This is an optimization exercise on Yosys and OpenROAD, whose aim is small area, not a production implementation.
Where RTL was checked, it was by simulation tests only, not by an equivalence proof against the original.
Power figures rest on the tool's default switching activity, not on a simulated workload.

==> flow/design.v <==
`timescale 1ns/10ps
`default_nettype none
module lidar_scan_top (
    input  logic        clk,
    input  logic        TxD_reset,
    input  logic        serial_in,
    output logic        result_valid,
    output logic [15:0] min_angle,
    output logic [15:0] max_angle,
    output logic [15:0] obs_alert
);
    localparam logic [9:0] BT_T    = 10'h12D;
    localparam logic [9:0] BT_HALF = 10'h238;
    localparam logic [9:0] BT_FULL = 10'h239;
    localparam logic [3:0] U_IDLE  = 4'd0;
    localparam logic [3:0] U_START = 4'd1;
    localparam logic [3:0] U_STOP  = 4'd10;
    logic       rx_meta;
    logic       rx_sync;
    logic [3:0] ust;
    logic [9:0] bt;
    logic       tick;
    logic       u_data;
    logic [7:0] bb;
    logic       pend;
    assign tick   = (ust != U_IDLE) && (bt == BT_T);
    assign u_data = (ust != U_IDLE) && (ust != U_START) && (ust != U_STOP);
    always_ff @(posedge clk) begin
        if (TxD_reset) begin
            rx_meta <= 1'b1;
            rx_sync <= 1'b1;
        end else begin
            rx_meta <= serial_in;
            rx_sync <= rx_meta;
        end
    end
    always_ff @(posedge clk) begin
        if (((ust == U_IDLE) && !rx_sync) || tick) begin
            bt <= {BT_HALF[9:1], tick};
        end else begin
            bt <= {bt[8:0], bt[9] ^ bt[2]};
        end
    end
    always_ff @(posedge clk) begin
        if (TxD_reset) begin
            ust <= U_IDLE;
        end else if (ust == U_IDLE) begin
            if (!rx_sync) ust <= U_START;
        end else if (tick) begin
            if (ust == U_STOP || (ust == U_START && rx_sync)) ust <= U_IDLE;
            else ust <= ust + 4'd1;
        end
    end
    localparam logic [4:0] S_CT     = 5'b00_000;
    localparam logic [4:0] S_SL     = 5'b00_101;
    localparam logic [4:0] S_HUNT_A = 5'b01_000;
    localparam logic [4:0] S_HUNT_B = 5'b01_001;
    localparam logic [4:0] S_REPORT = 5'b01_010;
    localparam logic [4:0] S_F1_0   = 5'b11_000;
    localparam logic [2:0] F_LDD = 3'd0;    
    localparam logic [2:0] F_FL  = 3'd1;
    localparam logic [2:0] F_FH  = 3'd2;
    localparam logic [2:0] F_LL  = 3'd3;
    localparam logic [2:0] F_LH  = 3'd4;
    localparam logic [2:0] F_SL  = 3'd5;
    localparam logic [2:0] F_P1  = 3'd6;
    localparam logic [2:0] F_P2  = 3'd7;
    localparam logic [1:0] C_F1   = 2'd0;
    localparam logic [1:0] C_F2   = 2'd1;
    localparam logic [1:0] C_ADD  = 2'd3;
    logic [3:0] ph;
    logic [4:0] st;
    logic ph0;
    logic ph15;
    logic lo_half;
    logic take;
    logic frame;
    logic calc;
    logic which;
    logic [1:0] cs;
    assign ph0     = (ph == 4'd0);
    assign ph15    = (ph == 4'd15);
    assign lo_half = !ph[3];
    assign take    = pend && ph15 && !st[4];
    assign frame   = (st[4:3] == 2'b10);
    assign calc    = (st[4:3] == 2'b11);
    assign which   = st[2];
    assign cs      = st[1:0];
    logic [15:0] fsa_r;
    logic [15:0] span_r;
    logic [15:0] min_r;
    logic [15:0] max_r;
    logic [15:0] alrt_r;
    logic [7:0]  d_r;
    logic [7:0]  idx_r;
    logic [7:0]  mnx_r;
    logic [7:0]  mxx_r;
    logic [7:0]  lo_r;
    logic ta, tb, tc, td, te, tf;
    logic s;
    logic op_ldd, op_fl, op_fh, op_ll, op_lh, op_sl, op_p1, op_p2;
    logic op_f1, op_f2, op_add;
    assign op_ldd  = frame && (st[2:0] == F_LDD);
    assign op_fl   = frame && (st[2:0] == F_FL);
    assign op_fh   = frame && (st[2:0] == F_FH);
    assign op_ll   = frame && (st[2:0] == F_LL);
    assign op_lh   = frame && (st[2:0] == F_LH);
    assign op_sl   = frame && (st[2:0] == F_SL);
    assign op_p1   = frame && (st[2:0] == F_P1);
    assign op_p2   = frame && (st[2:0] == F_P2);
    assign op_f1   = calc && (cs == C_F1);
    assign op_f2   = calc && (cs == C_F2);
    assign op_add  = calc && (cs == C_ADD);
    always_ff @(posedge clk) begin
        if (frame || (tick && u_data)) begin
            bb <= {frame ? bb[0] : rx_sync, bb[7:1]};
        end
    end
    always_ff @(posedge clk) begin
        if (TxD_reset) begin
            ph <= 4'd0;
        end else begin
            ph <= ph + 4'd1;
        end
    end
    always_ff @(posedge clk) begin
        if (TxD_reset) begin
            pend <= 1'b0;
        end else if (tick && (ust == U_STOP) && rx_sync) begin
            pend <= 1'b1;
        end else if (take) begin
            pend <= 1'b0;
        end
    end
    always_ff @(posedge clk) begin
        if (TxD_reset) begin
            st <= S_HUNT_A;
        end else if (st == S_REPORT) begin
            st <= S_HUNT_A;
        end else if (take) begin
            if (st == S_HUNT_A) begin
                if (bb == 8'h55) st <= S_HUNT_B;
            end else if (st == S_HUNT_B) begin
                st <= (bb == 8'hAA) ? S_CT : S_HUNT_A;
            end else if (st == S_CT && bb[7:1] == 7'd0) begin
                st <= S_HUNT_A;
            end else begin
                st[4] <= 1'b1;
            end
        end else if (ph15 && st[4]) begin
            if (frame) begin
                if (st[2:0] == F_P2) begin
                    st <= te ? S_F1_0 : S_SL;
                end else begin
                    st[4]   <= (st[2:0] == F_P1);
                    st[2:0] <= st[2:0] + 3'd1;
                end
            end else if (cs == C_F1) begin
                st[1:0] <= C_F2;
            end else if (cs == C_F2) begin
                st[1:0] <= last ? C_ADD : C_F1;
            end else if (!which) begin
                st[2:0] <= {1'b1, C_F1};
            end else begin
                st <= S_REPORT;
            end
        end
    end
    assign result_valid = (st == S_REPORT);
    assign min_angle    = min_r;
    assign max_angle    = max_r;
    assign obs_alert    = alrt_r;
    logic smp;
    assign smp = ph[3] ? bb[0] : lo_r[0];
    logic q0, i0;
    logic m_lo, m_sh;
    logic r_prev, si, xk, cx, d1k, d2k, b1i, b2i;
    logic dg0, dg1, selk, bwi, dk, cqi;
    logic ci;
    assign q0     = which ? max_r[0] : min_r[0];
    assign i0     = which ? mxx_r[0] : mnx_r[0];
    assign m_lo   = !ph[3];
    assign m_sh   = (ph != 4'd0) && (!ph[3] || ph == 4'd8);
    assign r_prev = (op_f1 ? lo_r[7] : td) && m_sh;
    assign si     = s && i0 && m_lo;
    assign cx     = ph0 ? 1'b0 : ta;
    assign xk     = r_prev ^ si ^ cx;
    assign d1k    = d_r[0] && m_lo;
    assign d2k    = d_r[7] && m_sh;
    assign b1i    = ph0 ? 1'b0 : tb;
    assign b2i    = ph0 ? 1'b0 : tc;
    assign dg1    = !tc;
    assign dg0    = tc && !tb;
    assign selk   = dg1 ? d2k : (dg0 && d1k);
    assign bwi    = ph0 ? 1'b0 : te;
    assign dk     = ph0 ? dg0 : ((ph == 4'd1) && dg1);
    assign cqi    = ph0 ? 1'b0 : tf;
    assign ci     = ph0 ? (op_ldd || op_sl) : ta;
    logic dbin, last;
    assign dbin   = (ph == 4'd8) || ta;
    assign last   = dbin && !idx_r[0];
    function automatic logic bor(input logic a, input logic b, input logic c);
        bor = (!a && b) || (!(a ^ b) && c);
    endfunction
    function automatic logic maj(input logic a, input logic b, input logic c);
        maj = (a && b) || (a && c) || (b && c);
    endfunction
    logic q_in;
    always_comb begin
        q_in = q0;
        if (op_f1) q_in = ph0 ? 1'b0 : td;
        else if (op_f2) q_in = q0 ^ dk ^ cqi;
        else if (op_add) q_in = q0 ^ fsa_r[0] ^ ci;
    end
    logic fsa_in, span_in, min_in, max_in, alrt_in, d_in, idx_in, mnx_in, mxx_in, lo_in;
    logic upd_min;
    assign upd_min = tc && ta;
    always_comb begin
        fsa_in = fsa_r[0];
        if ((op_fl && lo_half) || (op_fh && !lo_half)) fsa_in = bb[0];
        span_in = span_r[0];
        if ((op_ll && lo_half) || (op_lh && !lo_half)) span_in = bb[0] ^ fsa_r[0] ^ ci;
        else if (op_f1) span_in = ph0 ? span_r[15] : te;
        min_in = min_r[0];
        if (op_ldd) min_in = 1'b1;
        else if (op_p2 && upd_min) min_in = smp;
        else if (calc && !which) min_in = q_in;
        max_in = max_r[0];
        if (op_ldd) max_in = 1'b0;
        else if (op_p2 && tb) max_in = smp;
        else if (calc && which) max_in = q_in;
        mnx_in = mnx_r[0];
        if (op_ldd) mnx_in = 1'b0;
        else if (op_p2 && upd_min) mnx_in = idx_r[0];
        mxx_in = mxx_r[0];
        if (op_ldd) mxx_in = 1'b0;
        else if (op_p2 && tb) mxx_in = idx_r[0];
        alrt_in = alrt_r[0];
        if (op_ldd) alrt_in = 1'b0;
        else if (op_p2 && tc && !tf) alrt_in = ph15 ? !td : alrt_r[1];
        idx_in = idx_r[0];
        if (op_ldd) idx_in = 1'b1;
        else if (op_sl && lo_half) idx_in = idx_r[0] ^ ci;
        else if ((op_p2 && te && !lo_half) || op_add) idx_in = !ph[2];
        else if (op_f2 && !lo_half) idx_in = idx_r[0] ^ dbin;
        d_in = d_r[0];
        if (op_ldd && lo_half) d_in = bb[0] ^ ci;
        lo_in = lo_r[0];
        if (op_sl) lo_in = bb[0];
        else if (op_p2 || op_add) lo_in = 1'b0;
        else if (op_f2 && m_lo) lo_in = xk ^ selk ^ bwi;
    end
    always_ff @(posedge clk) begin
        fsa_r  <= {fsa_in,  fsa_r[15:1]};
        span_r <= {span_in, span_r[15:1]};
        min_r  <= {min_in,  min_r[15:1]};
        max_r  <= {max_in,  max_r[15:1]};
        alrt_r <= {alrt_in, alrt_r[15:1]};
        d_r    <= {d_in,    d_r[7:1]};
        idx_r  <= {idx_in,  idx_r[7:1]};
        mnx_r  <= {mnx_in,  mnx_r[7:1]};
        mxx_r  <= {mxx_in,  mxx_r[7:1]};
        lo_r   <= {lo_in,   lo_r[7:1]};
    end
    always_ff @(posedge clk) begin
        if (op_ldd) begin
            ta <= ci && !bb[0];
        end else if (op_sl) begin
            ta <= ci && idx_r[0];
        end else if ((op_ll && lo_half) || (op_lh && !lo_half)) begin
            ta <= bor(bb[0], fsa_r[0], ci);
        end else if (op_add) begin
            ta <= maj(q0, fsa_r[0], ci);
        end else if (op_f2 && !lo_half) begin
            ta <= last;
        end else if (op_f1 || op_f2) begin
            ta <= maj(r_prev, si, cx);
        end else if (op_p1) begin
            ta <= (smp != min_r[0]) ? min_r[0] : (!ph0 && ta);
        end
        if (op_f1) begin
            tb <= bor(xk, d1k, b1i);
            tc <= bor(xk, d2k, b2i);
        end else if (op_p1) begin
            tb <= (smp != max_r[0]) ? smp : (!ph0 && tb);
            tc <= (!ph0 && tc) || smp;
        end
        if (op_f1) begin
            td <= q0;
        end else if (op_f2) begin
            td <= lo_r[0];
        end else if (op_p1) begin
            td <= (!ph0 && td) || (smp && ph >= 4'd10);
        end
        if (op_f1) begin
            te <= span_r[0];
        end
        if (op_f2) begin
            te <= bor(xk, selk, bwi);
            tf <= maj(q0, dk, cqi);
        end else if (op_p1) begin
            te <= (ph0 || te) && (ph[3] || (idx_r[0] == d_r[0]));
            tf <= (!ph0 && tf) || (idx_r[0] && ph[3:2] == 2'b01);
        end
        if ((op_p2 || op_f2 || op_add) && ph15) s <= span_r[0];
    end
endmodule
`default_nettype wire
==> flow/config.mk <==
export PLATFORM = sky130hd
export DESIGN_NAME = lidar_scan_top
export DESIGN_NICKNAME = lidar_scan_top
export VERILOG_FILES = /design/flow/design.v
export SDC_FILE = /design/flow/constraint.sdc
export NUM_CORES = 4
export LEC_CHECK = 0
export CAP_MARGIN = 20
export CORE_MARGIN = 2
export CORE_UTILIZATION = 70
export PLACE_DENSITY = 0.78
export SLEW_MARGIN = 20
==> flow/constraint.sdc <==
create_clock -name core_clock -period 10.0 [get_ports {clk}]
set_input_delay 2.0000 -clock core_clock [delete_from_list [all_inputs] [get_ports {clk}]]
set_output_delay 2.0000 -clock core_clock [all_outputs]
set_load 0.01 [all_outputs]
standard.sh (not shown) runs the stock make flow with config.mk's settings and CLKGATE_MAP_FILE= SYNTH_SCRIPT=/design/flow/synth_recipe.tcl, a recipe that flattens the netlist after the stock synthesis.
==> flow/flow/run.sh <==
#!/bin/bash
# Standard ORFS layout (the standard.sh) with two changes: the port
# buffers come from the smallest buffer cell, and clock tree synthesis adds
# no dummy loads.
set -euo pipefail
export BUFFER_PORTS_ARGS="-buffer_cell sky130_fd_sc_hd__buf_1"
export CTS_ARGS="-sink_clustering_enable -repair_clock_nets -buf_list sky130_fd_sc_hd__clkbuf_8 -dont_use_dummy_load"
bash standard.sh > standard_flow.log 2>&1
The first run passed the timing, DRC and antenna checks.
Edit:
--- a/flow/design.v
+++ b/flow/design.v
@@ -54,9 +54,8 @@
     localparam logic [4:0] S_CT     = 5'b00_000;
     localparam logic [4:0] S_SL     = 5'b00_101;
     localparam logic [4:0] S_HUNT_A = 5'b01_000;
     localparam logic [4:0] S_HUNT_B = 5'b01_001;
-    localparam logic [4:0] S_REPORT = 5'b01_010;
     localparam logic [4:0] S_F1_0   = 5'b11_000;
     localparam logic [2:0] F_LDD = 3'd0;    
     localparam logic [2:0] F_FL  = 3'd1;
     localparam logic [2:0] F_FH  = 3'd2;
@@ -67,8 +66,9 @@
     localparam logic [2:0] F_P2  = 3'd7;
     localparam logic [1:0] C_F1   = 2'd0;
     localparam logic [1:0] C_F2   = 2'd1;
     localparam logic [1:0] C_ADD  = 2'd3;
+    localparam logic [1:0] C_DONE = 2'd2;    
     logic [3:0] ph;
     logic [4:0] st;
     logic ph0;
     logic ph15;
@@ -134,10 +134,8 @@
     end
     always_ff @(posedge clk) begin
         if (TxD_reset) begin
             st <= S_HUNT_A;
-        end else if (st == S_REPORT) begin
-            st <= S_HUNT_A;
         end else if (take) begin
             if (st == S_HUNT_A) begin
                 if (bb == 8'h55) st <= S_HUNT_B;
             end else if (st == S_HUNT_B) begin
@@ -158,16 +156,16 @@
             end else if (cs == C_F1) begin
                 st[1:0] <= C_F2;
             end else if (cs == C_F2) begin
                 st[1:0] <= last ? C_ADD : C_F1;
-            end else if (!which) begin
-                st[2:0] <= {1'b1, C_F1};
+            end else if (cs == C_DONE) begin
+                st <= S_HUNT_A;
             end else begin
-                st <= S_REPORT;
+                st[2:0] <= which ? {1'b1, C_DONE} : {1'b1, C_F1};
             end
         end
     end
-    assign result_valid = (st == S_REPORT);
+    assign result_valid = (st == {2'b11, 1'b1, C_DONE}) && ph0;
     assign min_angle    = min_r;
     assign max_angle    = max_r;
     assign obs_alert    = alrt_r;
     logic smp;
What happened: Total power goes down by 0.73%. Combinational power goes down by 9.7%. Wire length goes down by 6.1%. Hold slack degrades by 0.014 ns. Die area goes down by about 1.4%. Global-route usage goes down by 1.3 points. Cell count goes down by 1.6%. Area after synthesis goes down by 1.4%. Non-clock buffer count is unchanged. Cell area goes down by 1.3%. Clock-buffer cell count is unchanged. Register-to-register slack improves by 0.33 ns. Maximum frequency goes up by about 3.5%.
Function not checked in the first run of this note: the RTL went through the layout flow alone.


== the baseline ==
lidar_scan_top, a different RTL version from the one above (not shown whole).
Size: ~400 cells after synthesis.
Settings: LEC_CHECK=0, CAP_MARGIN=20, CORE_MARGIN=2, CORE_UTILIZATION=70, PLACE_DENSITY=0.78, SLEW_MARGIN=20; clock period 10.0 ns.
==> flow/flow/run.sh <==
#!/bin/bash
# Layout flow: the standard.sh (ORFS) in three parts.
#  1. the standard synthesis, unchanged, up to the Yosys netlist;
#  2. flow/remap.sh maps that netlist's combinational logic again with an
#     area-oriented ABC script; every flip-flop keeps its instance name, its
#     cell and its connections;
#  3. the rest of the standard flow on that netlist, with two changes: the
#     port buffers come from the smallest buffer cell (buf_1), and clock tree
#     synthesis adds no dummy loads.
# Each tool's output goes to a log file of its own in this folder.
set -euo pipefail
export BUFFER_PORTS_ARGS="-buffer_cell sky130_fd_sc_hd__buf_1"
export CTS_ARGS="-sink_clustering_enable -repair_clock_nets -buf_list sky130_fd_sc_hd__clkbuf_8 -dont_use_dummy_load"
R="$PWD/orfs/results/${FLOW_PLATFORM:-sky130hd}/lidar_scan_top/base"
bash standard.sh "$R/1_2_yosys.v" > standard_synth.log 2>&1
cp "$R/1_2_yosys.v" "$R/1_2_yosys_standard.v"
bash flow/remap.sh "$R/1_2_yosys_standard.v" "$R/1_2_yosys.v" > remap.log 2>&1
touch "$R/1_2_yosys.v"
bash standard.sh > standard_flow.log 2>&1
Other scripts of this flow, unchanged in this note and not shown: flow/flow/abc_area.script, flow/flow/comb_models.py, flow/flow/remap.sh
Per the final summary, the baseline finished and its layout is clean on timing, DRC and antenna.
## Diff of input files: the candidate against the baseline
diff --git a/flow/design.v b/flow/design.v
--- a/flow/design.v
+++ b/flow/design.v
@@ -16,61 +16,61 @@
     localparam logic [3:0] U_START = 4'b0001;
     localparam logic [3:0] U_STOP  = 4'b0010;
     logic       rx_meta;
     logic       rx_sync;
     logic [3:0] ust;
     logic [9:0] bt;
     logic       tick;
     logic       u_data;
     logic [7:0] bb;
     logic       pend;
-    assign tick   = (bt == BT_T);
+    assign tick   = (ust != U_IDLE) && (bt == BT_T);
     assign u_data = ust[3];
     always_ff @(posedge clk) begin
         if (TxD_reset) begin
             rx_meta <= 1'b1;
             rx_sync <= 1'b1;
         end else begin
             rx_meta <= serial_in;
             rx_sync <= rx_meta;
         end
     end
     always_ff @(posedge clk) begin
-        if ((ust == U_IDLE) || tick) begin
+        if (((ust == U_IDLE) && !rx_sync) || tick) begin
             bt <= {BT_HALF[9:1], tick};
         end else begin
             bt <= {bt[8:0], bt[9] ^ bt[2]};
         end
     end
     always_ff @(posedge clk) begin
         if (TxD_reset) begin
             ust <= U_IDLE;
         end else if (ust == U_IDLE) begin
             if (!rx_sync) ust <= U_START;
         end else if (tick) begin
             if (ust[3]) ust <= (ust[2:0] == 3'd7) ? U_STOP : {1'b1, ust[2:0] + 3'd1};
             else ust <= (ust[0] && !rx_sync) ? 4'b1000 : U_IDLE;
         end
     end
-    localparam logic [4:0] S_CT     = 5'b00_001;
-    localparam logic [4:0] S_SL     = 5'b00_110;
+    localparam logic [4:0] S_CT     = 5'b00_000;
+    localparam logic [4:0] S_SL     = 5'b00_101;
     localparam logic [4:0] S_HUNT_A = 5'b01_000;
     localparam logic [4:0] S_HUNT_B = 5'b01_001;
     localparam logic [4:0] S_F1_0   = 5'b11_000;
-    localparam logic [2:0] F_LDD = 3'b001;    
-    localparam logic [2:0] F_FL  = 3'b010;
-    localparam logic [2:0] F_FH  = 3'b101;
-    localparam logic [2:0] F_LL  = 3'b011;
-    localparam logic [2:0] F_LH  = 3'b111;
-    localparam logic [2:0] F_SL  = 3'b110;
-    localparam logic [2:0] F_P1  = 3'b100;
-    localparam logic [2:0] F_P2  = 3'b000;
+    localparam logic [2:0] F_LDD = 3'd0;    
+    localparam logic [2:0] F_FL  = 3'd1;
+    localparam logic [2:0] F_FH  = 3'd2;
+    localparam logic [2:0] F_LL  = 3'd3;
+    localparam logic [2:0] F_LH  = 3'd4;
+    localparam logic [2:0] F_SL  = 3'd5;
+    localparam logic [2:0] F_P1  = 3'd6;
+    localparam logic [2:0] F_P2  = 3'd7;
     localparam logic [1:0] C_F1   = 2'd0;
     localparam logic [1:0] C_F2   = 2'd1;
     localparam logic [1:0] C_ADD  = 2'd3;
     localparam logic [1:0] C_DONE = 2'd2;    
     logic [3:0] ph;
     logic [4:0] st;
     logic ph0;
     logic ph15;
     logic lo_half;
     logic take;
@@ -129,29 +129,28 @@
         end else if (tick && (ust == U_STOP) && rx_sync) begin
             pend <= 1'b1;
         end else if (take) begin
             pend <= 1'b0;
         end
     end
     logic [4:0] st_nx;
     always_comb begin
         st_nx = st;
         case (st[4:3])
-            2'b00: st_nx = (st[2:0] == F_LDD && bb[7:1] == 7'd0) ? S_HUNT_A : {2'b10, st[2:0]};
+            2'b00: st_nx = (st[2:0] == 3'd0 && bb[7:1] == 7'd0) ? S_HUNT_A : {2'b10, st[2:0]};
             2'b01: begin
                 if (st[0]) st_nx = (bb == 8'hAA) ? S_CT : S_HUNT_A;
                 else st_nx = (bb == 8'h55) ? S_HUNT_B : S_HUNT_A;
             end
             2'b10: begin
                 if (st[2:0] == F_P2) st_nx = te ? S_F1_0 : S_SL;    
-                else if (st[2:0] == F_P1) st_nx = {2'b10, F_P2};
-                else st_nx = {2'b00, st[1:0], st[2] ^ st[1]};
+                else st_nx = {st[2:1] == 2'b11, 1'b0, st[2:0] + 3'd1};
             end
             default: begin
                 case (cs)
                     C_F1:   st_nx = {st[4:2], C_F2};
                     C_F2:   st_nx = {st[4:2], last ? C_ADD : C_F1};
                     C_ADD:  st_nx = {st[4:3], 1'b1, which ? C_DONE : C_F1};
                     default: st_nx = S_HUNT_A;
                 endcase
             end
         endcase
Results
The candidate against the baseline: non-clock buffer count decreased by 1 relative to the old numbers, post-cts sizing count was more or less identical, clock group share of total power lower, post-detailed-routing wire length shows an increase of 770 um. The candidate: placeable core area lower than the baseline. Area after synthesis: the candidate vs the baseline — no meaningful difference. Remaining max-slew budget at the tightest pin (the candidate over the baseline): increase, 16 points. Against the baseline, internal power in the candidate came out worse. Max global-route wire length before repair across the baseline and the candidate: the candidate. NOTE: design area in the candidate falls short of that of the baseline. Compared with the baseline, the candidate shows mean cell area of the mapped netlist that has gone up slightly. The worst hold slack was comparable across the baseline and the candidate. The candidate was carried through to the last stage, and its layout satisfied the timing, DRC and antenna checks. The estimated power of the candidate ends up higher than the estimate for the baseline.

static timing again, ports no longer ideal:
No port has a modelled driver above. Below, the same layouts with a new extraction and two added sets of constraints.
Step 1, drivers: a clkbuf_16 drives clk and a buf_2 each remaining input, both assumed.
Step 2, shift: input delay + t, output delay - t, t = (earliest + latest rising clock arrival at the registers) / 2. This alone moves slack from input paths to output paths.
Slacks: ideal ports / drivers / drivers and shift; pairs: ideal ports / drivers.
| run | t, ns | setup WS [ns] | latest minus earliest clock arrival (ns) | pins driven straight from the clock port |
|---|---|---|---|---|
| the first run of note 1 | 0.457 | 5.847 / 5.815 / 6.191 | 0.032 / 0.032 | 1 |
| the second run of note 1 | 0.451 | 5.988 / 5.958 / 6.408 | 0.040 / 0.041 | 1 |
| the baseline | 0.454 | 6.043 / 6.011 / 6.465 | 0.028 / 0.028 | 1 |
| the candidate | 0.456 | 5.888 / 5.858 / 6.314 | 0.029 / 0.029 | 1 |
After both steps setup and hold are still met in every run listed.
